This is an optimization exercise on Yosys and OpenROAD, whose aim is small area, a short achievable clock period and few clock cycles per item, not a production implementation.
Function was checked by simulation only, so behaviour that the tests miss may differ from the original.
Power and IR drop assume default switching activity.

File: constraint.sdc
create_clock -name core_clock -period 5.0 [get_ports {clk}]
set_input_delay 1.0000 -clock core_clock [delete_from_list [all_inputs] [get_ports {clk}]]
set_output_delay 1.0000 -clock core_clock [all_outputs]
set_load 0.01 [all_outputs]
File: config.mk
export PLATFORM = sky130hd
export DESIGN_NAME = data_mem_responder
export DESIGN_NICKNAME = data_mem_responder
export VERILOG_FILES = /design/flow/design.v
export SDC_FILE = /design/flow/constraint.sdc
export NUM_CORES = 4
export LEC_CHECK = 0
export CAP_MARGIN = 20
export CORE_MARGIN = 2
export CORE_UTILIZATION = 58
export CTS_CLUSTER_DIAMETER = 100
export CTS_CLUSTER_SIZE = 24
export SETUP_SLACK_MARGIN = 2.7
export SLEW_MARGIN = 20
export SYNTH_HIERARCHICAL = 1
export SYNTH_MINIMUM_KEEP_SIZE = 0
export TNS_END_PERCENT = 10
File: design.v
module data_mem_responder #(
    parameter int DEPTH   = 64,
    parameter int LATENCY = 0
) (
    input  logic        clk,
    input  logic        rst_n,
    input  logic        req_valid,
    output logic        req_ready,
    input  logic        req_write,
    input  logic [31:0] req_addr,
    input  logic [31:0] req_wdata,
    output logic        resp_valid,
    input  logic        resp_ready,
    output logic [31:0] resp_rdata,
    output logic        resp_err
);
    logic        s1_v;       
    logic        s1_err;     
    logic [3:0][31:0] s1_q;  
    logic        s1_ok;      
    logic        s1_hit;     
    logic        p_v;        
    logic [5:0]  p_idx;
    logic [31:0] p_wdata;
    logic        o_v, o_err;
    logic [31:0] o_rdata;
    logic        k_v, k_err;    
    logic [31:0] k_rdata;
    logic        rdy_q;
    logic        acc, adv, take, st;
    logic        in_err;
    assign in_err = (req_addr[1:0] != 2'b00) || (req_addr[31:8] != 24'd0);
    assign acc    = req_valid & rdy_q;
    assign adv    = s1_v & ~k_v;           
    assign take   = o_v & resp_ready;
    assign st     = acc & req_write & ~in_err;
    logic [31:0] mem  [64];
    logic [63:0] wrtn;
    logic [31:0] rd;
    always_ff @(posedge clk or negedge rst_n) begin
        if (!rst_n) p_v <= 1'b0;
        else        p_v <= st;
    end
    always_ff @(posedge clk) begin
        if (st) begin
            p_idx   <= req_addr[7:2];
            p_wdata <= req_wdata;
        end
    end
    always_ff @(posedge clk) begin
        if (p_v) mem[p_idx] <= p_wdata;
    end
    always_ff @(posedge clk or negedge rst_n) begin
        if (!rst_n) wrtn <= '0;
        else if (p_v) wrtn[p_idx] <= 1'b1;
    end
    logic hit;
    assign hit = p_v & (p_idx == req_addr[7:2]);
    logic [63:0] sel;
    logic [3:0][31:0] q_n;
    assign sel = 64'd1 << req_addr[7:2];
    always_comb begin
        for (int q = 0; q < 4; q++) begin
            q_n[q] = 32'd0;
            for (int i = 0; i < 16; i++)
                q_n[q] = q_n[q] | ({32{sel[16*q + i]}} & mem[16*q + i]);
        end
    end
    assign rd = (s1_hit ? p_wdata : (s1_q[0] | s1_q[1] | s1_q[2] | s1_q[3])) & {32{s1_ok}};
    logic s1_v_n, o_v_n, k_v_n;
    assign s1_v_n = acc | (s1_v & ~adv);
    assign k_v_n  = (k_v & ~take) | (adv & o_v & ~take);
    assign o_v_n  = (o_v & ~take) | k_v | adv;
    always_ff @(posedge clk or negedge rst_n) begin
        if (!rst_n) begin
            s1_v  <= 1'b0;
            o_v   <= 1'b0;
            k_v   <= 1'b0;
            rdy_q <= 1'b1;
        end else begin
            s1_v  <= s1_v_n;
            o_v   <= o_v_n;
            k_v   <= k_v_n;
            rdy_q <= ~(s1_v_n & o_v_n & k_v_n);
        end
    end
    always_ff @(posedge clk) begin
        if (acc) begin
            s1_err   <= in_err;
            s1_q     <= q_n;
            s1_ok    <= ~req_write & ~in_err & (wrtn[req_addr[7:2]] | hit);
            s1_hit   <= hit;
        end
    end
    logic o_hold, o_lk, o_lr;
    assign o_hold = o_v & ~take;
    assign o_lk   = ~o_hold & k_v;
    assign o_lr   = ~o_hold & ~k_v;
    dmem_oreg u_o (
        .clk(clk), .hold(o_hold), .lk(o_lk), .lr(o_lr),
        .k({k_err, k_rdata}), .r({s1_err, rd}), .q({o_err, o_rdata})
    );
    always_ff @(posedge clk) begin
        if (adv && o_v && !take) begin
            k_rdata <= rd;
            k_err   <= s1_err;
        end
    end
    assign req_ready  = rdy_q;
    assign resp_valid = o_v;
    assign resp_rdata = o_rdata;
    assign resp_err   = o_err;
endmodule
module dmem_oreg (
    input  logic        clk,
    input  logic        hold,
    input  logic        lk,
    input  logic        lr,
    input  logic [32:0] k,
    input  logic [32:0] r,
    output logic [32:0] q
);
    always_ff @(posedge clk) q <= ({33{hold}} & q) | ({33{lk}} & k) | ({33{lr}} & r);
endmodule
File: run.sh
#!/bin/bash
# synth_recipe.tcl (not shown) runs the flow's synth.tcl, then flattens the netlist and writes it again
# the make line also repeats each setting of config.mk as NAME=value (left out here)
make -C /OpenROAD-flow-scripts/flow DESIGN_CONFIG=/design/flow/config.mk WORK_HOME=/design/flow/orfs CLKGATE_MAP_FILE= SYNTH_SCRIPT=/design/flow/synth_recipe.tcl finish
==> summary.md, run 1 <==
| Metric | Value |
|---|---|
| Total congestion overflow | 0 |
| Commonest register cell after synthesis | edfxtp_1 |
| Via/cell ratio | 7.194 |
| Final Power | 34,010 µW |
| Worst reg2reg path startpoint | p_idx[5] |
| CTS tree | built |
| FFs w/ async S/R, synth | 2.934% |
| Met3 WL | 35,040 µm |
| Critical path capture point type | flip-flop |
| Clock Latency Late Sink | 770 ps |
| CTS clk-pin slew, worst paths | 100 ps |
| Final hold violations | 0 |
| Post-place setup slack | 678.9 ps |
| Detailed Route Iter0 Violations | 8,073 |
| Synth unique cells | 47 |
| R2R setup slack | 2560 ps |
| Worst Reg-to-Reg Cells | 3 |
| Routed WL per cell | 40.27 µm |
| Slew HR | 19.45% |
| Post-Syn Nets | 4,389 |
| Drt total wl | 275,100 µm |
| YS warnings | 8 |
| Initial antenna violation count | 16 |
| Crit path time final | 2523 ps |
| Layout area overhead | 14.28% |
| Antenna Nets Post-Route | 0 |
| Setup violations, final | 0 |
| Cts hold-fix bufs | 0 |
| Die Footprint | 148,300 µm² |
| Critical Path AT | 3030 ps |
| Core area | 143,800 µm² |
| Critical path origin | req_addr[3] |
| Layout Nets | 4,927 |
| First-pass GRT wire length | 374,400 µm |
| Pwr dens | 353.3 nW/µm² |
| Global Route Usage Sum | 37.15% |
| Critical path class | primary input to flip-flop |
| Critical Path Source Type | primary input |
| Hold WC Path Type | primary input to asynchronous set/reset pin |
| Reg2reg end | mem[58][24] |
| CP max FO | 25 |
| VDD IR max | 0.0002732 V |
| Vias in the first global route | 45,590 |
| HPWL Detailed | 155,900 µm |
| Cells after Synth | 4,316 |
| First-pass DRT Iterations | 6 |
| Fraction of layout cells with a size suffix above 1 | 18.16% |
| FF+latch count, synth | 2,352 |
| Final WS setup | 2477 ps |
| Number of synthesized flops with an enable pin | 2,250 |
| Worst-Margin Slew | 1196 ps |
| Pin count of the biggest net entering global routing | 70 |
| Sum of negative setup slack | 0 ps |
| Max Clock Skew | 27.03 ps |
| Initial core utilization | 58.57% |
| Max Cap Viol | 0 |
| DIE HEIGHT | 385.1 µm |
| Leak Pwr | 0.03092 µW |
| CTS buffer count | 107 |
| WL met2 | 124,800 µm |
| Part of the cycle the worst path needs | 50.46% |
| Row count | 139 |
| Clock Tree Buf Depth | 3 |
| CTS H-tree depth | 3 |
| Width of the chip | 385.1 µm |
| M1 WL | 103,200 µm |
| Residual DRC | 0 |
| Final GP Congestion | 0.8854 |
| CP required | 5510 ps |
| Status | complete, no violations |
| Final slew viol count | 0 |
| Vias post-DR | 49,140 |
| CTS root buffer | clkbuf_16 |
| Critical Path End | s1_ok |
| Post-synth design cell area | 84,240 µm² |
| Boundary pin count | 104 |
| RSZ-0062 raised after global routing | true |
| Top layer in use | met5 |
| Syn_area_per_cell | 19.52 µm² |
| TritonCTS Sinks | 2,352 |
| Port Buffers | 103 |
| Register area share after synthesis | 83.04% |
| Max Freq | 396.3 MHz |
==> per-module statistics from Yosys, one instance, submodules excluded <==
| module | cells | flip-flops and latches | copies in the design | area (µm²) |
|---|---|---|---|---|
| data_mem_responder | 4205 | 2319 | 1 | 83010 |
| dmem_oreg | 111 | 33 | 1 | 1224 |
==> logic make-up after synthesis <==
kind of cell               after synthesis  synth area share (%)
xor gates and xnor gates                13                0.1352
and+or+nand+nor                        468                 2.846
AOI/OAI and AO/OA                     1172                 11.97
buffers and inverters                  282                 1.518
DFF                                   2352                 83.04
muxes                                   25                0.4307
adders and majority gates                4               0.05942
==> stage by stage <==
step	util (%)	cell area, µm²	std cells	hold slack [ps]
CTS	66.80	96080	6814	381.5
global route	66.92	96250	6826	436.9
detailed placement	62.68	90150	6384	442.1
finish	66.93	96260	6830	366.1
floorplan	-	84320	4316	425.6
global placement	62.68	90150	6384	439.8
==> cell usage in the layout (no fill, tap or decap), types with 4 or more instances in the layout <==
cell type,Yosys,routed
dfrtp_1,68,67
nor2b_1,11,5
nor4_1,39,39
edfxtp_1,2250,2250
mux2i_1,16,16
mux4_2,9,9
o21bai_1,63,63
nand4_1,134,134
o21ai_0,32,31
dfxtp_1,33,32
a211oi_1,4,4
a221oi_1,516,502
and2_1,35,34
clkbuf_16,0,109
nand3_1,15,4
a22o_1,512,512
buf_6,8,20
clkbuf_1,122,67
xnor2_1,6,6
xor2_1,7,6
buf_4,8,456
ha_1,4,4
a221oi_2,0,14
a222oi_1,33,33
nor2_1,139,13
clkdlybuf4s50_1,0,61
nor2_4,0,139
nand3_4,0,8
a21oi_1,4,4
inv_1,38,38
nand2_4,0,10
dlygate4sd2_1,0,34
diode_2,0,4
nand2_1,70,55
buf_12,0,83
nand2_2,0,5
==> how the worst min path moves through the flow <==
stage / end / slack [ps] / cells after the start
after floorplan: u_o.q[31] / 430 / 2
after global placement: u_o.q[31] / 440 / 2
after detailed placement: u_o.q[31] / 440 / 2
after CTS: wrtn[38] / 380 / 1
after global routing: wrtn[36] / 440 / 1
final: wrtn[38] / 370 / 1
==> cell usage after synthesis (8+ instances only) <==
| library cell | count | area (µm²) |
|---|---|---|
| a221oi_1 | 516 | 4519 |
| a222oi_1 | 33 | 330.3 |
| a22o_1 | 512 | 4484 |
| and2_1 | 35 | 219.0 |
| buf_2 | 104 | 520.5 |
| buf_4 | 8 | 60.06 |
| buf_6 | 8 | 90.09 |
| clkbuf_1 | 122 | 457.9 |
| dfrtp_1 | 68 | 1702 |
| dfxtp_1 | 33 | 660.6 |
| edfxtp_1 | 2250 | 67560 |
| inv_1 | 38 | 142.6 |
| mux2i_1 | 16 | 160.2 |
| mux4_2 | 9 | 202.7 |
| nand2_1 | 70 | 262.8 |
| nand3_1 | 15 | 75.07 |
| nand4_1 | 134 | 838.3 |
| nor2_1 | 139 | 521.8 |
| nor2b_1 | 11 | 68.82 |
| nor4_1 | 39 | 244.0 |
| o21ai_0 | 32 | 160.2 |
| o21bai_1 | 63 | 473.0 |
==> worst max-delay path, stage by stage <==
cell and delay (ps):
buf_4 230, buf_6 350, mux4_2 550, mux2i_1 200, a21oi_1 100, o22ai_1 310
buf_4 200, a211oi_1 60
==> metal layers <==
metal	GRT usage, %	vias up
met3	8.188	489
li1	-	19460
met2	56.27	3307
met4	14.27	10
met1	53.47	25870
met5	0	-
==> final cells by class <==
class                      instances  area, µm²
multi-input combinational       1695      14500
clock buffer                     176       2979
tap                             1903       2381
fill                            9503      47570
sequential                      2352      69960
clock inverter                     2      17.52
inverter                          38      142.6
antenna                            4      10.01
timing repair buffer             660       6277
==> report_power, final <==
group	total, µW	switching, µW	internal (µW)
Clock	9970	5880	4090
Combinational	1620	1030	581
Sequential	22400	638	21800
Total	34000	7550	26500
==> flip-flops by register name, indices dropped and copies added, names as in the netlist <==
name     cells
mem       2048
s1_q       128
wrtn        64
u_o.q       33
k_rdata     32
p_wdata     32
p_idx        6
k_err        1
k_v          1
o_v          1
p_v          1
rdy_q        1
s1_err       1
s1_hit       1
s1_ok        1
s1_v         1
==> what timing repair did <==
action                                  4_1_cts  5_1_grt
setup buffers                               239       11
endpoints found under the setup margin     2307     1648
pin swaps                                    95        1
resized for setup                           173       17
cloned                                       13        0
Testbench counts, summed over its fixed seeds: cycles 4,816, items 4,800.
==> run 2, diff against run 1 <==
--- a/design.v
+++ b/design.v
@@ -49,9 +49,12 @@
     end
     always_ff @(posedge clk) begin
-        if (p_v) mem[p_idx] <= p_wdata;
+        for (int i = 0; i < 64; i++)
+            if (p_v && p_idx == 6'(i)) mem[i] <= p_wdata;
     end
     always_ff @(posedge clk or negedge rst_n) begin
         if (!rst_n) wrtn <= '0;
-        else if (p_v) wrtn[p_idx] <= 1'b1;
+        else
+            for (int i = 0; i < 64; i++)
+                if (p_v && p_idx == 6'(i)) wrtn[i] <= 1'b1;
     end
     logic hit;
@@ -59,5 +62,12 @@
     logic [63:0] sel;
     logic [3:0][31:0] q_n;
-    assign sel = 64'd1 << req_addr[7:2];
+    logic [7:0] dlo, dhi;
+    always_comb begin
+        for (int j = 0; j < 8; j++) begin
+            dlo[j] = (req_addr[4:2] == 3'(j));
+            dhi[j] = (req_addr[7:5] == 3'(j));
+        end
+        for (int i = 0; i < 64; i++) sel[i] = dhi[i / 8] & dlo[i % 8];
+    end
     always_comb begin
         for (int q = 0; q < 4; q++) begin
@@ -89,5 +99,5 @@
             s1_err   <= in_err;
             s1_q     <= q_n;
-            s1_ok    <= ~req_write & ~in_err & (wrtn[req_addr[7:2]] | hit);
+            s1_ok    <= ~req_write & ~in_err & (|(wrtn & sel) | hit);
             s1_hit   <= hit;
         end
==> flow/run.sh (new file) <==
#!/bin/bash
# The standard layout, unchanged except that the port buffers that
# buffer_ports adds to every input and output are buf_4 cells rather than
# the delay cell it picks by default (which later resizing, limited to the
# same footprint, can only swap for other delay cells).
set -euo pipefail
export BUFFER_PORTS_ARGS="-buffer_cell sky130_fd_sc_hd__buf_4"
bash standard.sh > standard_flow.log 2>&1
==> standard.sh (new file) <==
#!/bin/bash
# synth_recipe.tcl (not shown) runs the flow's synth.tcl, then flattens the netlist and writes it again
# the make line also repeats each setting of config.mk as NAME=value (left out here)
make -C /OpenROAD-flow-scripts/flow DESIGN_CONFIG=/design/flow/config.mk WORK_HOME=/design/flow/orfs CLKGATE_MAP_FILE= SYNTH_SCRIPT=/design/flow/synth_recipe.tcl "${@:-finish}"
--- a/config.mk
+++ b/config.mk
@@ -10,5 +10,5 @@
 export CORE_UTILIZATION = 58
 export CTS_CLUSTER_DIAMETER = 100
-export CTS_CLUSTER_SIZE = 24
+export CTS_CLUSTER_SIZE = 20
 export SETUP_SLACK_MARGIN = 2.7
 export SLEW_MARGIN = 20
removed: run.sh
==> run 2 against run 1 <==
Net effect:
- global-route usage down 0.39 points
- largest cell class unchanged
- first-iteration DRC count down 1.9%
- flip-flop and latch count unchanged
- final cell count down 1.4%
- cell area down 0.83%
- die area down 0.76%
- clock-buffer cell count down 5
- highest routed layer unchanged
- worst setup slack worse by 44 ps
- power up 3.3%
- still clean
==> summary.md, run 2 <==
| Metric | Value |
|---|---|
| Max Clock Skew | 24.66 ps |
| Clock Tree Buf Depth | 3 |
| Synth area leader | edfxtp_1 |
| Layout Cells excl Fill | 6,732 |
| WL met2 | 124,700 µm |
| Critical Path Source Type | primary input |
| Synth top cells by count | 2,250 x edfxtp_1, 507 x a22o_1, 506 x a221oi_1, 197 x clkbuf_1 |
| DIE HEIGHT | 383.6 µm |
| Worst-Margin Slew | 1243 ps |
| YS warnings | 9 |
| VDD IR max | 0.0003049 V |
| Critical path's top delay family | simple AND/OR/NAND/NOR gates |
| Leak Pwr | 0.03086 µW |
| Hold WC Path Type | primary input to asynchronous set/reset pin |
| Die Footprint | 147,200 µm² |
| Width of the chip | 383.6 µm |
| Crit path time final | 2567 ps |
| Max stage delay on crit path | 480 ps |
| Worst Reg-to-Reg Cells | 4 |
| Top-area cell type share of the netlist area | 80.83% |
| Critical path class | primary input to flip-flop |
| Critical path capture point type | flip-flop |
| Cell count along the critical path | 8 |
| Number of synthesized flops with an enable pin | 2,250 |
| Part of the cycle the worst path needs | 51.33% |
| Layout Nets | 4,851 |
| CTS clk-pin slew, worst paths | 80 ps |
| RSZ-0062 raised after global routing | true |
| First-pass GRT wire length | 365,900 µm |
| Vias post-DR | 48,890 |
| Commonest cells after routing, fill and taps aside | 2,250 x edfxtp_1, 522 x buf_4, 507 x a22o_1 |
| CP required | 5600 ps |
| Layout area overhead | 14.21% |
| Sum of negative setup slack | 0 ps |
| Register bank with the most flops | mem |
| CTS root buffer | clkbuf_16 |
| M1 WL | 105,900 µm |
| Status | complete, no violations |
| Top flop regs | mem (2048), s1_q (128), wrtn (64) |
| Setup violations, final | 0 |
| Final hold violations | 0 |
| Total congestion overflow | 0 |
| Clock Latency Late Sink | 800 ps |
| Max Cap Viol | 0 |
| First-pass DRT Iterations | 6 |
| Drt total wl | 275,900 µm |
| Cts hold-fix bufs | 0 |
| Cells after Synth | 4,256 |
| Global Route Usage Sum | 36.76% |
| CTS tree | built |
| Commonest non-fill, non-tap cell in the layout | edfxtp_1 |
| FFs w/ async S/R, synth | 2.934% |
| CP max FO | 12 |
| Critical Path AT | 3170 ps |
| DP Area | 88,830 µm² |
| HPWL Detailed | 155,900 µm |
| Slew HR | 16.27% |
| Antenna Nets Post-Route | 0 |
| Register area share after synthesis | 83.69% |
| Finished Cell Area | 95,460 µm² |
| Slowest cell on the critical path | nor2_4 |
| Most area-consuming cells after synthesis | edfxtp_1 81%, a22o_1 5.3%, a221oi_1 5.3% |
| Pin count of the biggest net entering global routing | 82 |
| CTS H-tree depth | 4 |
| Row count | 139 |
| FF+latch count, synth | 2,352 |
| Initial core utilization | 58.33% |
| TritonCTS Sinks | 2,352 |
| Via/cell ratio | 7.262 |
| Syn_area_per_cell | 19.64 µm² |
| CTS buffer count | 135 |
| Met3 WL | 35,670 µm |
| Crit-path cells | buf_4, nand3_2, buf_4, nor2_4, buf_4, a22o_1, a221oi_1, nand4_1 |
| Max reg flops | 2,048 |
| Max Freq | 389.6 MHz |
| Final slew viol count | 0 |
| Utilization after layout | 66.61% |
| Top layer in use | met5 |
| Port Buffers | 103 |
| Final Power | 35,110 µW |
| Commonest register cell after synthesis | edfxtp_1 |
| Count leader, synth | edfxtp_1 |
| Fraction of layout cells with a size suffix above 1 | 20.99% |
| Sum of buffers and inverters on the critical path | 3 |
| Post-Syn Nets | 4,325 |
| Core area | 143,300 µm² |
| Pwr dens | 367.8 nW/µm² |
| Residual DRC | 0 |
| Detailed Route Iter0 Violations | 7,920 |
| CP most frequent cell | buf_4 |
| Routed WL per cell | 40.99 µm |
| Initial antenna violation count | 16 |
| Cell count after placement | 6,273 |
| Boundary pin count | 104 |
| Final GP Congestion | 0.9800 |
| Vias in the first global route | 43,780 |
| Post-synth design cell area | 83,590 µm² |
| Synth unique cells | 44 |
[run 2: final timing paths]
path                          startpoint     endpoint  slack (ps)
max in group asynchronous          rst_n     wrtn[60]        3800
min in group core_clock    req_wdata[23]  p_wdata[23]         380
min reg2reg                  k_rdata[21]    u_o.q[21]         460
max                          req_addr[4]      s1_q[3]        2430
max reg2reg                     p_idx[2]   mem[3][30]        2480
min                                rst_n          o_v          40
[run 2: stage by stage]
step | setup WS [ps] | hold WS (ps)
floorplan | 2057 | 425.6
global placement | 1204 | 433.6
detailed placement | 1169 | 441.2
CTS | 1966 | 2.931
global route | 2493 | 15.20
finish | 2433 | 41.40
[run 2: power by group]
group	switching [µW]	internal [µW]
registers	766	21800
clock network	6060	5060
logic	881	560
[run 2: timing repair]
action | in CTS | in global routing
gates cloned | 12 | 8
resized for setup | 11 | 88
pin swaps | 28 | 47
setup endpoints to repair | 2207 | 2185
buffers inserted | 60 | 194
[run 2: routing by layer]
layer / track usage (%) / up-vias
met3: 8.476 / 489
met2: 55.13 / 3468
met5: 0 / -
li1: - / 19210
met1: 54.41 / 25710
met4: 11.32 / 16
[run 2: kinds of logic (layout without fill, tap and decap cells)]
kind of cell | count (synthesis) | in the layout | synth area share, %
other | 0 | 8 | 0
flip-flops | 2352 | 2352 | 83.69
multiplexers | 1 | 1 | 0.01796
buffers and inverters | 272 | 817 | 1.356
XOR/XNOR | 6 | 6 | 0.06288
AO/OA/AOI/OAI | 1125 | 1125 | 11.62
AND/OR/NAND/NOR | 500 | 520 | 3.250
[run 2: cell type report]
cell class	instances	area [µm²]
Sequential cell	2352	69960
Fill cell	9560	47840
Multi-Input combinational cell	1652	13920
Timing Repair Buffer	606	5418
Clock buffer	171	3598
Tap cell	1903	2381
Inverter	35	131.4
Clock inverter	5	38.79
Antenna cell	8	20.02
[run 2: Yosys stat by module (local to each module, per instance)]
| module | cells | times used | flip-flops and latches |
|---|---|---|---|
| data_mem_responder | 4145 | 1 | 2319 |
| dmem_oreg | 111 | 1 | 33 |
Testbench counts of run 2, summed over its fixed seeds: cycles 4,816, items 4,800.
==> run 3, diff against run 2 <==
--- a/design.v
+++ b/design.v
@@ -21,5 +21,6 @@
     logic        s1_hit;     
     logic        p_v;        
-    logic [5:0]  p_idx;
+    logic [7:0]  p_dlo;      
+    logic [7:0]  p_dhi;
     logic [31:0] p_wdata;
     logic        o_v, o_err;
@@ -38,26 +39,4 @@
     logic [63:0] wrtn;
     logic [31:0] rd;
-    always_ff @(posedge clk or negedge rst_n) begin
-        if (!rst_n) p_v <= 1'b0;
-        else        p_v <= st;
-    end
-    always_ff @(posedge clk) begin
-        if (st) begin
-            p_idx   <= req_addr[7:2];
-            p_wdata <= req_wdata;
-        end
-    end
-    always_ff @(posedge clk) begin
-        for (int i = 0; i < 64; i++)
-            if (p_v && p_idx == 6'(i)) mem[i] <= p_wdata;
-    end
-    always_ff @(posedge clk or negedge rst_n) begin
-        if (!rst_n) wrtn <= '0;
-        else
-            for (int i = 0; i < 64; i++)
-                if (p_v && p_idx == 6'(i)) wrtn[i] <= 1'b1;
-    end
-    logic hit;
-    assign hit = p_v & (p_idx == req_addr[7:2]);
     logic [63:0] sel;
     logic [3:0][31:0] q_n;
@@ -70,4 +49,27 @@
         for (int i = 0; i < 64; i++) sel[i] = dhi[i / 8] & dlo[i % 8];
     end
+    always_ff @(posedge clk or negedge rst_n) begin
+        if (!rst_n) p_v <= 1'b0;
+        else        p_v <= st;
+    end
+    always_ff @(posedge clk) begin
+        if (st) begin
+            p_dlo   <= dlo;
+            p_dhi   <= dhi;
+            p_wdata <= req_wdata;
+        end
+    end
+    always_ff @(posedge clk) begin
+        for (int i = 0; i < 64; i++)
+            if (p_v && p_dhi[i / 8] && p_dlo[i % 8]) mem[i] <= p_wdata;
+    end
+    always_ff @(posedge clk or negedge rst_n) begin
+        if (!rst_n) wrtn <= '0;
+        else
+            for (int i = 0; i < 64; i++)
+                if (p_v && p_dhi[i / 8] && p_dlo[i % 8]) wrtn[i] <= 1'b1;
+    end
+    logic hit;
+    assign hit = p_v & (|(p_dlo & dlo)) & (|(p_dhi & dhi));
     always_comb begin
         for (int q = 0; q < 4; q++) begin
==> run 3 against run 2 <==
Net effect:
- still clean
- final cell count grew 4.9%
- power grew 1.4%
- clock power grew 4%
- synthesized area grew 1.3%
- largest power group unchanged
- highest routed layer unchanged
==> summary.md, run 3 <==
| Metric | Value |
|---|---|
| Pwr dens | 371.4 nW/µm² |
| Synth unique cells | 51 |
| Most area-consuming cells after synthesis | edfxtp_1 80%, a22oi_1 7.8%, dfrtp_1 2.0% |
| Commonest cells after routing, fill and taps aside | 2,260 x edfxtp_1, 881 x a22oi_1, 493 x buf_4 |
| Post-Syn Nets | 4,672 |
| YS warnings | 9 |
| Worst reg2reg path startpoint | p_dlo[3] |
| Layout Cells excl Fill | 7,062 |
| Register area share after synthesis | 82.95% |
| Post-synthesis compound-gate area fraction | 10.23% |
| Hold WC Path Type | primary input to asynchronous set/reset pin |
| Worst-Margin Slew | 1168 ps |
| Final hold violations | 0 |
| Commonest non-fill, non-tap cell in the layout | edfxtp_1 |
| Pin count of the biggest net entering global routing | 76 |
| Width of the chip | 386.1 µm |
| Initial core utilization | 58.25% |
| Critical path class | primary input to flip-flop |
| Status | complete, no violations |
| Core area | 145,400 µm² |
| CP required | 5530 ps |
| Vias in the first global route | 46,490 |
| Antenna Nets Post-Route | 0 |
| HPWL Detailed | 162,700 µm |
| Clock Tree Buf Depth | 3 |
| CTS buffer count | 136 |
| Die Footprint | 149,100 µm² |
| Detailed Route Iter0 Violations | 7,727 |
| Sum of negative setup slack | 0 ps |
| Cell count after placement | 6,661 |
| Crit path time final | 2518 ps |
| TritonCTS Sinks | 2,362 |
| Total congestion overflow | 0 |
| Simple-Gate Fraction of Synth Area | 5.213% |
| Final slew viol count | 0 |
| Clock Latency Late Sink | 820 ps |
| Register bank with the most flops | mem |
| CTS H-tree depth | 4 |
| Reg2reg end | mem[59][15] |
| Residual DRC | 0 |
| Number of synthesized flops with an enable pin | 2,260 |
| Port Buffers | 103 |
| Synth top cells by count | 2,260 x edfxtp_1, 883 x a22oi_1, 255 x nand2_1, 130 x clkbuf_1, 110 x nand4_1 |
| Initial antenna violation count | 13 |
| Leak Pwr | 0.03200 µW |
| Commonest register cell after synthesis | edfxtp_1 |
| RSZ-0062 raised after global routing | true |
| Critical path capture point type | flip-flop |
| Syn_area_per_cell | 18.40 µm² |
| R2R setup slack | 2560 ps |
| Top flop regs | mem (2048), s1_q (128), wrtn (64) |
| Part of the cycle the worst path needs | 50.37% |
| Critical Path End | p_dhi[1] |
| Final GP Congestion | 0.9631 |
| Max Freq | 397.1 MHz |
| Final WS setup | 2482 ps |
| Row count | 140 |
| CTS root buffer | clkbuf_16 |
| Drt total wl | 275,400 µm |
| Count leader, synth | edfxtp_1 |
| FFs w/ async S/R, synth | 2.921% |
| Max Cap Viol | 0 |
| Layout area overhead | 13.21% |
| Worst Reg-to-Reg Cells | 2 |
| Cts hold-fix bufs | 0 |
| Boundary pin count | 104 |
| Vias post-DR | 49,390 |
| Layout Nets | 5,147 |
| Fraction of the mapped netlist area in adder cells | 0% |
| FF+latch count, synth | 2,362 |
| Via/cell ratio | 6.993 |
| Max Clock Skew | 31.15 ps |
| Setup violations, final | 0 |
| Post-synth design cell area | 84,700 µm² |
| Synth area leader | edfxtp_1 |
| Critical Path Source Type | primary input |
| DIE HEIGHT | 386.1 µm |
| First-pass DRT Iterations | 8 |
| Critical Path AT | 3050 ps |
| Post-Synth XOR/XNOR Area | 0% |
| Global Route Usage Sum | 37.13% |
| Cells after Synth | 4,603 |
| VDD IR max | 0.0003346 V |
| Fraction of layout cells with a size suffix above 1 | 18.61% |
| Slew HR | 22.15% |
| Post-place setup slack | 163.8 ps |
| Largest family of logic cells by synthesized area | compound AO/OA/AOI/OAI gates |
| CTS tree | built |
| Max reg flops | 2,048 |
| CP max FO | 6 |
| Top-area cell type share of the netlist area | 80.13% |
| Multiplexer share of the synthesized area | 0.07682% |
| Routed WL per cell | 39.00 µm |
| First-pass GRT wire length | 376,400 µm |
| Critical path origin | req_addr[16] |
| CTS clk-pin slew, worst paths | 100 ps |
[run 3: changes by cell type in the layout (fill, tap and decap cells not counted), sizes merged, moves of 38 or more]
cell / previous run / this run
a221oi: 506 / 81
a22o: 507 / 81
a22oi: 39 / 883
and3: 7 / 87
nand2: 42 / 255
nor2: 157 / 91
or3: 3 / 41
[run 3: logic make-up after synthesis]
family	count (synthesis)
flops	2362
simple gates	813
compound gates	1128
buf+inv	296
mux	4
[run 3: how the worst min path moves through the flow]
stage / start / to / slack, ps / cells past startpoint
floorplan: k_rdata[31] / u_o.q[31] / 430 / 2
global placement: k_rdata[31] / u_o.q[31] / 430 / 2
detailed placement: wrtn[0] / wrtn[0] / 450 / 1
CTS: rst_n / wrtn[0] / 90 / 1
global route: rst_n / wrtn[0] / 120 / 1
finish: rst_n / wrtn[0] / 120 / 1
[run 3: worst max-delay path, cell delays in order]
cell     delay, ps
buf_6           90
or4_4          620
nor3_4         450
nand4_1        170
buf_6          160
nor2_4         150
buf_6          160
buf_12         110
buf_16         120
[run 3: metal layers]
layer | global-route usage, % | share of wire, % | wire length, µm
met5 | 0 | 0.036 | 100
met4 | 13.02 | 3.9 | 10870
met3 | 8.324 | 12 | 31890
met2 | 56.42 | 46 | 125500
met1 | 53.68 | 39 | 107100
[run 3: repair_timing]
item                        CTS  global route
resized for setup            71            10
setup endpoints to repair  1877           899
cloned                        7             0
setup buffers               177            11
pin swaps                    52             1
[run 3: power by group]
group	internal [µW]	switching, µW
clock	5280	6230
combinational	593	941
sequential	21900	696
total	27700	7870
[run 3: layout make-up]
| type | instances | area, µm² |
|---|---|---|
| Inverter | 56 | 210.2 |
| Multi-Input combinational cell | 1949 | 13930 |
| Clock inverter | 8 | 103.9 |
| Fill cell | 9926 | 49500 |
| Tap cell | 1917 | 2399 |
| Antenna cell | 13 | 32.53 |
| Sequential cell | 2362 | 70260 |
| Timing Repair Buffer | 573 | 5201 |
| Clock buffer | 184 | 3754 |
[run 3: stage by stage]
step                      hold slack (ps)  util (%)  total power (µW)  instance area, µm²
after detailed placement            452.4     61.59             24420               89550
after CTS                           88.33     65.82             35580               95700
after floorplan                     425.6         -             23210               84710
after global placement              432.2     61.59             24400               89540
after global routing                124.3     65.93             36370               95850
final                               116.6     65.95             35610               95890
[run 3: per-module statistics from Yosys, one instance, submodules excluded]
module / flip-flops and latches / cells inside / copies in the design
dmem_oreg: 33 / 111 / 1
data_mem_responder: 2329 / 4492 / 1
Testbench counts of run 3, summed over its fixed seeds: cycles 4,816, items 4,800.
==> run 4, diff against run 3 <==
--- a/config.mk
+++ b/config.mk
@@ -8,8 +8,8 @@
 export CAP_MARGIN = 20
 export CORE_MARGIN = 2
-export CORE_UTILIZATION = 58
+export CORE_UTILIZATION = 60
 export CTS_CLUSTER_DIAMETER = 100
 export CTS_CLUSTER_SIZE = 20
-export SETUP_SLACK_MARGIN = 2.7
+export SETUP_SLACK_MARGIN = 2.9
 export SLEW_MARGIN = 20
 export SYNTH_HIERARCHICAL = 1
==> run 4 against run 3 <==
Net effect:
- largest power group unchanged
- clock skew shrank 9.4 ps
- critical endpoint is now mem[8][21]
- sequential share of layout area down 2.5 points
- largest cell class unchanged
- via count is 4.0% higher
- cell area grew 3.5%
- still clean
==> summary.md, run 4 <==
| Metric | Value |
|---|---|
| YS warnings | 9 |
| Boundary pin count | 104 |
| Clock Tree Buf Depth | 3 |
| Detailed Route Iter0 Violations | 9,315 |
| Fillers | 8,759 |
| Clock power frac | 32.0% |
| Hold WC Path Type | primary input to asynchronous set/reset pin |
| FF+latch count, synth | 2,362 |
| Commonest non-fill, non-tap cell in the layout | edfxtp_1 |
| Synth unique cells | 51 |
| RSZ-0062 raised after global routing | true |
| HPWL Detailed | 159,100 µm |
| Worst-Margin Slew | 1158 ps |
| Final slew viol count | 0 |
| CTS clk-pin slew, worst paths | 90 ps |
| CTS root buffer | clkbuf_16 |
| Status | complete, no violations |
| First-pass DRT Iterations | 9 |
| TritonCTS Sinks | 2,362 |
| Critical path class | flip-flop to flip-flop |
| Fraction of layout cells with a size suffix above 1 | 23.35% |
| Register bank with the most flops | mem |
| Antenna Nets Post-Route | 0 |
| Critical path capture point type | flip-flop |
| Finished Cell Area | 99,210 µm² |
| Cells after Synth | 4,603 |
| Internal power | 27,820 µW |
| Final GP Congestion | 0.9773 |
| Max Cap Viol | 0 |
| Sum of negative setup slack | 0 ps |
| Drt total wl | 290,400 µm |
| Slew HR | 22.82% |
| Part of the cycle the worst path needs | 52.39% |
| Row count | 137 |
| Max Clock Skew | 21.73 ps |
| CTS tree | built |
| Top-area cell type share of the netlist area | 80.13% |
| Setup violations, final | 0 |
| Synth top cells by count | 2,260 x edfxtp_1, 883 x a22oi_1, 255 x nand2_1, 130 x clkbuf_1, 110 x nand4_1 |
| Crit-path cells | buf_6, and3_2, buf_4 |
| Max Freq | 381.8 MHz |
| Layout Nets | 5,280 |
| Leak Pwr | 0.03326 µW |
| Global Route Usage Sum | 39.54% |
| CP max FO | 78 |
| Die Footprint | 144,200 µm² |
| Residual DRC | 0 |
| Utilization after layout | 70.93% |
| CP required | 5450 ps |
| Vias in the first global route | 48,000 |
| Combinational power share | 4.8% |
| VDD IR max | 0.0003775 V |
| Cts hold-fix bufs | 0 |
| Commonest register cell after synthesis | edfxtp_1 |
| Pwr dens | 360.4 nW/µm² |
| Reg power frac | 63.2% |
| Switching portion of total power | 22.20% |
| Number of synthesized flops with an enable pin | 2,260 |
| Layout area overhead | 17.14% |
| Top flop regs | mem (2048), s1_q (128), wrtn (64) |
| First-pass GRT wire length | 390,800 µm |
| Reg area | 70,250 µm² |
| Width of the chip | 379.7 µm |
| Syn_area_per_cell | 18.40 µm² |
| CTS H-tree depth | 4 |
| Initial antenna violation count | 21 |
| Critical Path AT | 3070 ps |
| Initial core utilization | 60.55% |
| Slowest cell on the critical path | and3_2 |
| Core area | 139,900 µm² |
| Post-synth design cell area | 84,700 µm² |
| Critical Path Source Type | flip-flop |
| Register area share after synthesis | 82.95% |
| Pin count of the biggest net entering global routing | 70 |
| DIE HEIGHT | 379.7 µm |
| Clock Latency Late Sink | 800 ps |
| CTS buffer count | 136 |
| Synth area leader | edfxtp_1 |
| Routed WL per cell | 40.63 µm |
| Multi-input logic area | 14,770 µm² |
| FFs w/ async S/R, synth | 2.921% |
| Most area-consuming cells after synthesis | edfxtp_1 80%, a22oi_1 7.8%, dfrtp_1 2.0% |
| Count leader, synth | edfxtp_1 |
| Total congestion overflow | 0 |
| Sw power | 7937 µW |
| Max stage delay on crit path | 810 ps |
| Crit path time final | 2619 ps |
| Post-Syn Nets | 4,672 |
| DP Area | 89,480 µm² |
| Max reg flops | 2,048 |
| Via/cell ratio | 7.189 |
| Commonest cells after routing, fill and taps aside | 2,260 x edfxtp_1, 773 x a22oi_1, 437 x buf_4 |
| Port Buffers | 103 |
| Vias post-DR | 51,380 |
| Final hold violations | 0 |
==> run 4: metal layers <==
metal	wire, µm	up-vias	track usage, %	part of all wire, %
li1	-	20190	-	-
met1	105500	26470	56.54	36
met2	129100	4063	58.56	44
met3	41590	651	10.46	14
met4	14030	14	16.29	4.8
met5	97	-	0	0.033
==> run 4: area by class of cell <==
| class | instances | area share, % |
|---|---|---|
| Timing Repair Buffer | 691 | 7.839 |
| Inverter | 56 | 0.2144 |
| Clock inverter | 9 | 0.1059 |
| Antenna cell | 8 | 0.02018 |
| Clock buffer | 181 | 3.751 |
| Tap cell | 1876 | 2.366 |
| Multi-Input combinational cell | 1964 | 14.89 |
| Sequential cell | 2362 | 70.81 |
==> run 4: modules after synthesis, one instance, submodules excluded <==
module              area, µm²  flip-flops and latches  times used  cells inside
data_mem_responder      83470                    2329           1          4492
dmem_oreg                1224                      33           1           111
==> run 4: cells by family (layout without fill, tap and decap cells) <==
group	Yosys count	count (layout)	share of synthesized area, %
and+or+nand+nor	813	832	5.213
other	0	8	0
DFF	2362	2362	82.95
muxes	4	4	0.07682
buffers and inverters	296	937	1.532
AOI/OAI and AO/OA	1128	1128	10.23
==> run 4: worst max-delay path: cells and delay by family, from the launching register on <==
kind	cells	cell delay, ps
flops	1	350
simple gates	1	810
buf+inv	2	1030
==> run 4: path summary, 6_finish.rpt <==
| path | cells after the start | end | from | slack, ps |
|---|---|---|---|---|
| worst max-delay path | 3 | mem[8][21] | p_v | 2380 |
| worst max register to register | 3 | mem[8][21] | p_v | 2380 |
| worst min register to register | 2 | u_o.q[31] | k_rdata[31] | 460 |
| max in group asynchronous | 1 | o_v | rst_n | 3930 |
| min in group core_clock | 1 | p_wdata[18] | req_wdata[18] | 370 |
| worst min-delay path | 1 | wrtn[12] | rst_n | 350 |
==> run 4: per-stage QoR <==
step	std cells	total power [µW]	hold slack [ps]	worst slack [ps]
6_report	7147	35760	353.5	2381
5_1_grt	7139	36430	358.6	2445
4_1_cts	7106	35620	353.5	2438
3_5_place_dp	6601	24430	448.7	1125
3_3_place_gp	6599	24400	429.0	1020
2_1_floorplan	4603	23210	425.6	1670
==> run 4: what timing repair did <==
item	in CTS	in global routing
gates cloned	38	13
gates resized for setup	402	22
setup buffers	277	19
endpoints found under the setup margin	1531	1880
pin swaps	185	15
==> run 4: power by group through the flow <==
| stage | clock network, µW | registers [µW] | logic [µW] |
|---|---|---|---|
| floorplan | 0 | 22500 | 702 |
| global placement | 0 | 23000 | 1410 |
| detailed placement | 0 | 23000 | 1450 |
| CTS | 11400 | 22500 | 1650 |
| global route | 12100 | 22600 | 1790 |
| finish | 11400 | 22600 | 1720 |
==> run 5, diff against run 4 <==
==> design.v (replaced) <==
module data_mem_responder #(
    parameter int DEPTH   = 64,
    parameter int LATENCY = 0
) (
    input  logic        clk,
    input  logic        rst_n,
    input  logic        req_valid,
    output logic        req_ready,
    input  logic        req_write,
    input  logic [31:0] req_addr,
    input  logic [31:0] req_wdata,
    output logic        resp_valid,
    input  logic        resp_ready,
    output logic [31:0] resp_rdata,
    output logic        resp_err
);
    logic        o_v, o_err;    
    logic [31:0] o_rdata;
    logic        k_v, k_err;    
    logic [31:0] k_rdata;
    logic        rdy_q;
    logic        acc, take, in_err, st, ld;
    logic [5:0]  idx;
    assign in_err = (req_addr[1:0] != 2'b00) || (req_addr[31:8] != 24'd0);
    assign idx    = req_addr[7:2];
    assign acc    = req_valid & rdy_q;
    assign st     = acc & req_write & ~in_err;
    assign ld     = ~req_write & ~in_err;
    assign take   = o_v & resp_ready;
    logic [31:0] mem  [64];
    logic [63:0] wrtn;
    logic [31:0] rd;
    for (genvar i = 0; i < 64; i++) begin : g_w
        logic we, hold;
        assign we   = st & (idx == 6'(i));
        assign hold = ~we;
        dmem_word u_w (.clk(clk), .we(we), .hold(hold), .d(req_wdata), .q(mem[i]));
    end
    always_ff @(posedge clk or negedge rst_n) begin
        if (!rst_n) wrtn <= '0;
        else if (st) wrtn[idx] <= 1'b1;
    end
    assign rd = (ld && wrtn[idx]) ? mem[idx] : 32'd0;
    logic o_v_n, k_v_n;
    assign k_v_n = (k_v & ~take) | (acc & o_v & ~take);
    assign o_v_n = (o_v & ~take) | k_v | acc;
    always_ff @(posedge clk or negedge rst_n) begin
        if (!rst_n) begin
            o_v   <= 1'b0;
            k_v   <= 1'b0;
            rdy_q <= 1'b1;
        end else begin
            o_v   <= o_v_n;
            k_v   <= k_v_n;
            rdy_q <= ~(o_v_n & k_v_n);
        end
    end
    logic o_hold, o_load;
    assign o_hold = o_v & ~take;
    assign o_load = ~o_hold;
    dmem_word #(.W(33)) u_o (
        .clk(clk), .we(o_load), .hold(o_hold),
        .d(k_v ? {k_err, k_rdata} : {in_err, rd}), .q({o_err, o_rdata})
    );
    logic k_load, k_keep;
    assign k_load = acc & o_hold;
    assign k_keep = ~k_load;
    dmem_word #(.W(33)) u_k (
        .clk(clk), .we(k_load), .hold(k_keep),
        .d({in_err, rd}), .q({k_err, k_rdata})
    );
    assign req_ready  = rdy_q;
    assign resp_valid = o_v;
    assign resp_rdata = o_rdata;
    assign resp_err   = o_err;
endmodule
module dmem_word #(
    parameter int W = 32
) (
    input  logic         clk,
    input  logic         we,
    input  logic         hold,
    input  logic [W-1:0] d,
    output logic [W-1:0] q
);
    always_ff @(posedge clk) q <= ({W{we}} & d) | ({W{hold}} & q);
endmodule
==> run.sh (new file) <==
#!/bin/bash
# synth_recipe.tcl (not shown) runs the flow's synth.tcl, then flattens the netlist and writes it again
# the make line also repeats each setting of config.mk as NAME=value (left out here)
make -C /OpenROAD-flow-scripts/flow DESIGN_CONFIG=/design/flow/config.mk WORK_HOME=/design/flow/orfs CLKGATE_MAP_FILE= SYNTH_SCRIPT=/design/flow/synth_recipe.tcl finish
--- a/config.mk
+++ b/config.mk
@@ -8,10 +8,7 @@
 export CAP_MARGIN = 20
 export CORE_MARGIN = 2
-export CORE_UTILIZATION = 60
-export CTS_CLUSTER_DIAMETER = 100
-export CTS_CLUSTER_SIZE = 20
-export SETUP_SLACK_MARGIN = 2.9
+export CORE_UTILIZATION = 65
+export SETUP_SLACK_MARGIN = 2.6
 export SLEW_MARGIN = 20
 export SYNTH_HIERARCHICAL = 1
 export SYNTH_MINIMUM_KEEP_SIZE = 0
-export TNS_END_PERCENT = 10
removed: flow/run.sh
removed: standard.sh
==> run 5 against run 4 <==
Net effect:
- the run now fails in 5_1_grt
- synthesized cell count up 58%
- synthesized area down 0.68%
==> summary.md, run 5 <==
| Metric | Value |
|---|---|
| Status | stopped before the end |
| Failing step | 5_1_grt |
| Stop err | [ERROR GRT-0232] Routing congestion too high. Check the congestion heatmap in the GUI. |
| Clock Tree Buf Depth | 3 |
| Synth unique cells | 83 |
| Port Buffers | 103 |
| Number of synthesized flops with an enable pin | 0 |
| YS warnings | 10 |
| FF+latch count, synth | 2,181 |
| Boundary pin count | 104 |
| Width of the chip | 363.7 µm |
| CTS root buffer | clkbuf_16 |
| Global Route Usage Sum | 76.52% |
| CTS buffer count | 208 |
| Pin count of the biggest net entering global routing | 65 |
| Post-Syn Nets | 7,339 |
| Synth top cells by count | 2,114 x dfxtp_1, 2,021 x a22o_1, 563 x a22oi_1, 416 x buf_6, 334 x and3_1 |
| Top-area cell type share of the netlist area | 50.31% |
| Row count | 131 |
| Post-synth design cell area | 84,120 µm² |
| Cts hold-fix bufs | 0 |
| Initial core utilization | 65.71% |
| TritonCTS Sinks | 2,181 |
| Cells after Synth | 7,265 |
| Count leader, synth | dfxtp_1 |
| Final GP Congestion | 1.065 |
| HPWL Detailed | 243,100 µm |
| Commonest register cell after synthesis | dfxtp_1 |
| CTS H-tree depth | 4 |
| DIE HEIGHT | 363.7 µm |
| Synth area leader | dfxtp_1 |
| Total congestion overflow | 1 |
| Syn_area_per_cell | 11.58 µm² |
| Register area share after synthesis | 52.30% |
| Most area-consuming cells after synthesis | dfxtp_1 50%, a22o_1 21%, buf_6 5.6% |
| FFs w/ async S/R, synth | 3.072% |
==> run 5: changes by cell type after synthesis, sizes merged, moves of 58 or more <==
cell	previous run	this run
buf	110	514
dfxtp	33	2114
a22oi	883	563
o21bai	0	64
nand2	255	149
or2	67	3
clkbuf	130	188
mux2i	2	87
a2111oi	4	112
a22o	81	2149
a221oi	81	23
and3	87	334
edfxtp	2260	0
nand3	7	125
==> run 5: worst max-delay path by stage <==
stage	startpoint	end	slack, ps	cells past startpoint
detailed placement	req_addr[3]	u_o.q[9]	-280	16
CTS	req_addr[3]	u_o.q[9]	1780	17
global placement	req_addr[3]	u_o.q[9]	-290	16
floorplan	req_addr[3]	u_o.q[12]	1470	15
==> run 5: what timing repair did <==
item                       4_1_cts
gates resized for setup       1490
setup endpoints to repair     2211
cloned                         207
setup buffers                  440
pin swaps                      434
==> run 5: power groups by stage <==
stage               Clock, µW  Combinational, µW  Sequential (µW)
floorplan                   0                552            17800
global placement            0               1320            17800
detailed placement          0               1340            17800
CTS                     16000               1750            17400
==> run 5: metal layers <==
metal / track usage [%] / overflow
met1: 79.51 / 0
met3: 65.78 / 0
met5: 42.23 / 0
met2: 88.15 / 1
met4: 69.03 / 0
==> run 5: Yosys stat by module (local to each module, per instance), excerpt <==
module,cells inside,copies in the design
dmem_word,70,64
data_mem_responder,2637,1
==> run 5: through the flow <==
step | util [%] | TNS (ps) | cells | cell area [µm²] | setup WS (ps)
after global placement | 68.43 | -730.6 | 8775 | 87590 | -286.6
after CTS | 84.58 | 0 | 9799 | 108300 | 1778
after floorplan | - | 0 | 7265 | 87700 | 1473
after detailed placement | 68.43 | -868.1 | 8775 | 87600 | -275.6
==> run 5: cells by family after synthesis <==
group / count (synthesis) / share of synthesized area, %
XOR/XNOR: 5 / 0.05207
AND/OR/NAND/NOR: 992 / 6.605
flip-flops: 2181 / 52.30
AO/OA/AOI/OAI: 3173 / 31.81
adder cells (fa/ha/maj): 5 / 0.07437
buffers and inverters: 779 / 7.343
multiplexers: 130 / 1.812
Testbench counts of run 5, summed over its fixed seeds: cycles 4,808, items 4,800.

==> port drivers added, routing unchanged <==
The results above use ideal ports. As a check the final layouts listed here were re-extracted and re-timed, cells and wires unchanged. Step 1 assumes that a clkbuf_16 drives the clock port and a buf_2 every other input. Step 2 also shifts input and output timing later by t, the mid clock arrival at the registers, as if the neighbouring blocks saw the same clock. a / b / c = no drivers / after step 1 / after step 2; a / b = the first two.
| run | t (ns) | slack for setup (ns) | hold slack, ns | worst data-port slew with drivers (ns) |
|---|---|---|---|---|
| run 1 | 0.839 | 2.477 / 2.455 / 1.678 | 0.366 / 0.314 / 0.466 | 0.08 |
| run 2 | 0.876 | 2.433 / 2.371 / 1.495 | 0.041 / -0.020 / 0.460 | 0.16 |
| run 3 | 0.894 | 2.482 / 2.462 / 1.618 | 0.117 / 0.051 / 0.470 | 0.19 |
| run 4 | 0.881 | 2.381 / 2.359 / 1.635 | 0.353 / 0.307 / 0.458 | 0.33 |
After both steps every run listed still meets setup and hold. For run 2, which loses most, drivers alone change the setup slack by -0.062 ns; drivers and shift together by -0.938 ns.
